What follows belongs to an exercise in optimizing a design on an open flow for small area, a short achievable clock period and few clock cycles per item; a production flow would make more cautious choices. Only simulation tests tie the RTL to the original design; equivalence was not proved.

pepper:
==> flow/design.v (excerpt) <==
module mosaic_scroll_pixel_remap_core (
    input  logic                 clk,
    input  logic                 rst_n,
    input  logic                 start,
    output logic                 busy,
    input  logic                 req_type,
    input  logic [8:0]           dest_x,
    input  logic [7:0]           dest_y,
    input  logic [4:0]           tile_size,
    input  logic [9:0]           cur_scroll_x,
    input  logic [9:0]           snap_scroll_x,
    input  logic [9:0]           cur_scroll_y,
    input  logic [9:0]           snap_scroll_y,
    input  logic                 track_scroll,
    input  logic [31:0]          pixel_in,
    output logic                 done,
    output logic                 write_enable,
    output logic [8:0]           source_x,
    output logic [7:0]           source_y,
    output logic [31:0]          pixel_out,
    input  logic                 cfg_we,
    input  logic [2:0]           cfg_index,
    input  logic [9:0]           cfg_data
);
    logic [8:0] wm1_reg;
    logic [7:0] hm1_reg;
    logic [8:0] m_reg;
    logic [3:0] num_reg;
    logic [3:0] dm1_reg;
    logic       ext_reg;
    logic       keep_reg;    
    logic [3:0] nb_reg;      
  ...
Size in the first run: about 2600 cells after synthesis, ~390 flip-flops, roughly 0.021 mm^2 of cells after synthesis.
clock: 5.5 ns
lec_check: 0
abc_area: 1
cap_margin: 20
core_margin: 2
core_utilization: 40
setup_slack_margin: 2.3
slew_margin: 20
standard.sh (not shown) runs the stock make flow with config.mk's settings and CLKGATE_MAP_FILE= SYNTH_SCRIPT=/design/flow/synth_recipe.tcl, a recipe that flattens the netlist after the stock synthesis.
==> flow/flow/run.sh <==
#!/bin/bash
# The standard layout (the standard.sh, unchanged synthesis and steps),
# with two changes to how the layout is made:
#  - buffer_ports buffers every input and output port with
#    sky130_fd_sc_hd__buf_1 instead of the delay cell it picks by default;
#  - clock tree synthesis does not add dummy loads, and clusters up to 16 sinks per leaf buffer.
set -euo pipefail
export BUFFER_PORTS_ARGS="-buffer_cell sky130_fd_sc_hd__buf_1"
export CTS_ARGS="-sink_clustering_enable -repair_clock_nets -dont_use_dummy_load -sink_clustering_size 16 -sink_clustering_max_diameter 60 -buf_list {sky130_fd_sc_hd__clkbuf_8}"
bash standard.sh > standard_flow.log 2>&1
Testbench counts of pepper, summed over its fixed seeds: cycles 13,184, items 12,800.
Input-level comparison between ember and pepper:
--- a/flow/design.v
+++ b/flow/design.v
@@ -42,65 +42,69 @@
     output logic [7:0]           source_y,
     output logic [31:0]          pixel_out,
     input  logic                 cfg_we,
     input  logic [2:0]           cfg_index,
     input  logic [9:0]           cfg_data
 );
-    logic [8:0] wm1_reg;
-    logic [7:0] hm1_reg;
+    logic [8:0] nwm1_reg;
+    logic [7:0] nhm1_reg;
     logic [8:0] m_reg;
     logic [3:0] num_reg;
     logic [3:0] dm1_reg;
     logic       ext_reg;
     logic       keep_reg;    
-    logic [3:0] nb_reg;      
+    logic [3:0] nbx_reg;     
     logic       keep_n;
     logic       keep_d;
     assign keep_n = (dm1_reg == 4'd15) || (cfg_data[3:0] > dm1_reg);
     assign keep_d = (cfg_data[3:0] == 4'd0) || (num_reg >= cfg_data[3:0]);
     always_ff @(posedge clk or negedge rst_n)
     begin
         if (!rst_n)
         begin
-            wm1_reg  <= 9'd255;
-            hm1_reg  <= 8'd223;
+            nwm1_reg <= ~9'd255;
+            nhm1_reg <= ~8'd223;
             m_reg    <= 9'd64;
             num_reg  <= 4'd15;
             dm1_reg  <= 4'd14;
             ext_reg  <= 1'b0;
             keep_reg <= 1'b1;
-            nb_reg   <= 4'd1;
+            nbx_reg  <= 4'd0;
         end
         else if (cfg_we)
         begin
             case (cfg_index)
-                3'd0: wm1_reg <= (cfg_data == 10'd0) ? 9'd0
-                               : (cfg_data > 10'd512) ? 9'd511 : 9'(cfg_data - 10'd1);
-                3'd1: hm1_reg <= (cfg_data[8:0] == 9'd0) ? 8'd0
-                               : (cfg_data[8:0] > 9'd256) ? 8'd255 : 8'(cfg_data[8:0] - 9'd1);
+                3'd0: nwm1_reg <= ~((cfg_data == 10'd0) ? 9'd0
+                                : (cfg_data > 10'd512) ? 9'd511 : 9'(cfg_data - 10'd1));
+                3'd1: nhm1_reg <= ~((cfg_data[8:0] == 9'd0) ? 8'd0
+                                : (cfg_data[8:0] > 9'd256) ? 8'd255 : 8'(cfg_data[8:0] - 9'd1));
                 3'd2: m_reg   <= cfg_data[8:0];
                 3'd3:
                 begin
                     num_reg  <= cfg_data[3:0];
                     keep_reg <= keep_n;
-                    nb_reg   <= keep_n ? 4'd1 : cfg_data[3:0];
+                    nbx_reg  <= (keep_n ? 4'd1 : cfg_data[3:0]) ^ 4'd1;
                 end
                 3'd4:
                 begin
                     dm1_reg  <= cfg_data[3:0] - 4'd1;
                     keep_reg <= keep_d;
-                    nb_reg   <= keep_d ? 4'd1 : num_reg;
+                    nbx_reg  <= (keep_d ? 4'd1 : num_reg) ^ 4'd1;
                 end
                 3'd5: ext_reg <= cfg_data[0];
                 default: ;
             endcase
         end
     end
     logic [3:0] nb;
     logic [3:0] db;
-    assign nb = nb_reg;
+    logic [8:0] wm1_reg;
+    logic [7:0] hm1_reg;
+    assign nb      = nbx_reg ^ 4'd1;
+    assign wm1_reg = ~nwm1_reg;
+    assign hm1_reg = ~nhm1_reg;
     assign db = dm1_reg & {4{!keep_reg}};
     assign busy = 1'b0;
     logic [3:0]  sm1_e;
     logic [9:0]  dx_e;
     logic [9:0]  dy_e;
     logic [11:0] p0_e;
@@ -373,14 +377,14 @@
     logic [10:0] by_f;
     always_comb
     begin
         bx_f = side_5[10:0];
         by_f = {q1_5[6:0], r1_5};
         fx_f  = q1_5[7] ? (side_5[15:12] - r0_5) : r0_5;
-        ex_f    = bx_f + {2'b11, ~wm1_reg};
-        ey_f    = by_f + {3'b111, ~hm1_reg};
+        ex_f    = bx_f + {2'b11, nwm1_reg};
+        ey_f    = by_f + {3'b111, nhm1_reg};
         negx_f  = bx_f[10] || (bx_f[9:4] == 6'd0 && bx_f[3:0] < fx_f);
         overx_f = !ex_f[10] && (ex_f[9:4] != 6'd0 || ex_f[3:0] >= fx_f);
         negy_f  = by_f[10] || (by_f[9:4] == 6'd0 && by_f[3:0] < r2_5);
         overy_f = !ey_f[10] && (ey_f[9:4] != 6'd0 || ey_f[3:0] >= r2_5);
         if (overx_f)
             sx_f = wm1_reg;
## What came out
Between ember and pepper, it is ember whose logic depth of the worst register-to-register path is higher, by 6.
ember -> pepper: area occupied by registers flat
Library cell contributing the largest single delay on the critical path: dfxtp_1 -> ember, dfstp_4 -> pepper
Total buffers and inverters traversed by the critical path for ember: 4 down relative to pepper
Between pepper and ember, routed length on met2 decreased.
ember and pepper ended up with roughly the same via density per instance.
Against pepper, routed wire length in ember fell slightly.
The instance area at placement on pepper is in line with that on ember.
Between pepper and ember, the buffer share of cell area is higher for pepper.
Compared with pepper, ember shows a lower total power.
pepper leaves less setup margin than ember.
Testbench counts of ember, summed over its fixed seeds: cycles 13,184, items 12,800.

-- static timing again, ports no longer ideal --
The flow's constraints put no driver on any port. The routed layouts listed below were extracted and timed again, unchanged, in two steps. Step 1, drivers: a clkbuf_16 drives clk and a buf_2 each remaining input, both assumed. Step 2 adds t to the input delays and takes it off the output delays; t is the mean of the earliest and latest rising clock arrival at the registers after step 1. Input paths then give back, and output paths get back, about the clock's delay inside the block. Three values: no drivers, after step 1, after step 2; two values: the first two.
| run | t, ns | setup WS [ns] | worst hold slack (ns) | worst setup path after step 2 |
|---|---|---|---|---|
| pepper | 0.643 | 2.263 / 2.263 / 1.730 | 0.296 / 0.296 / 0.296 | input to register |
| ember | 0.619 | 2.402 / 2.402 / 1.852 | 0.304 / 0.304 / 0.304 | input to register |
After both steps setup and hold are still met in every run listed. The setup slack of ember, which loses most, moves by 0.000 ns with the drivers and by -0.550 ns with both steps.
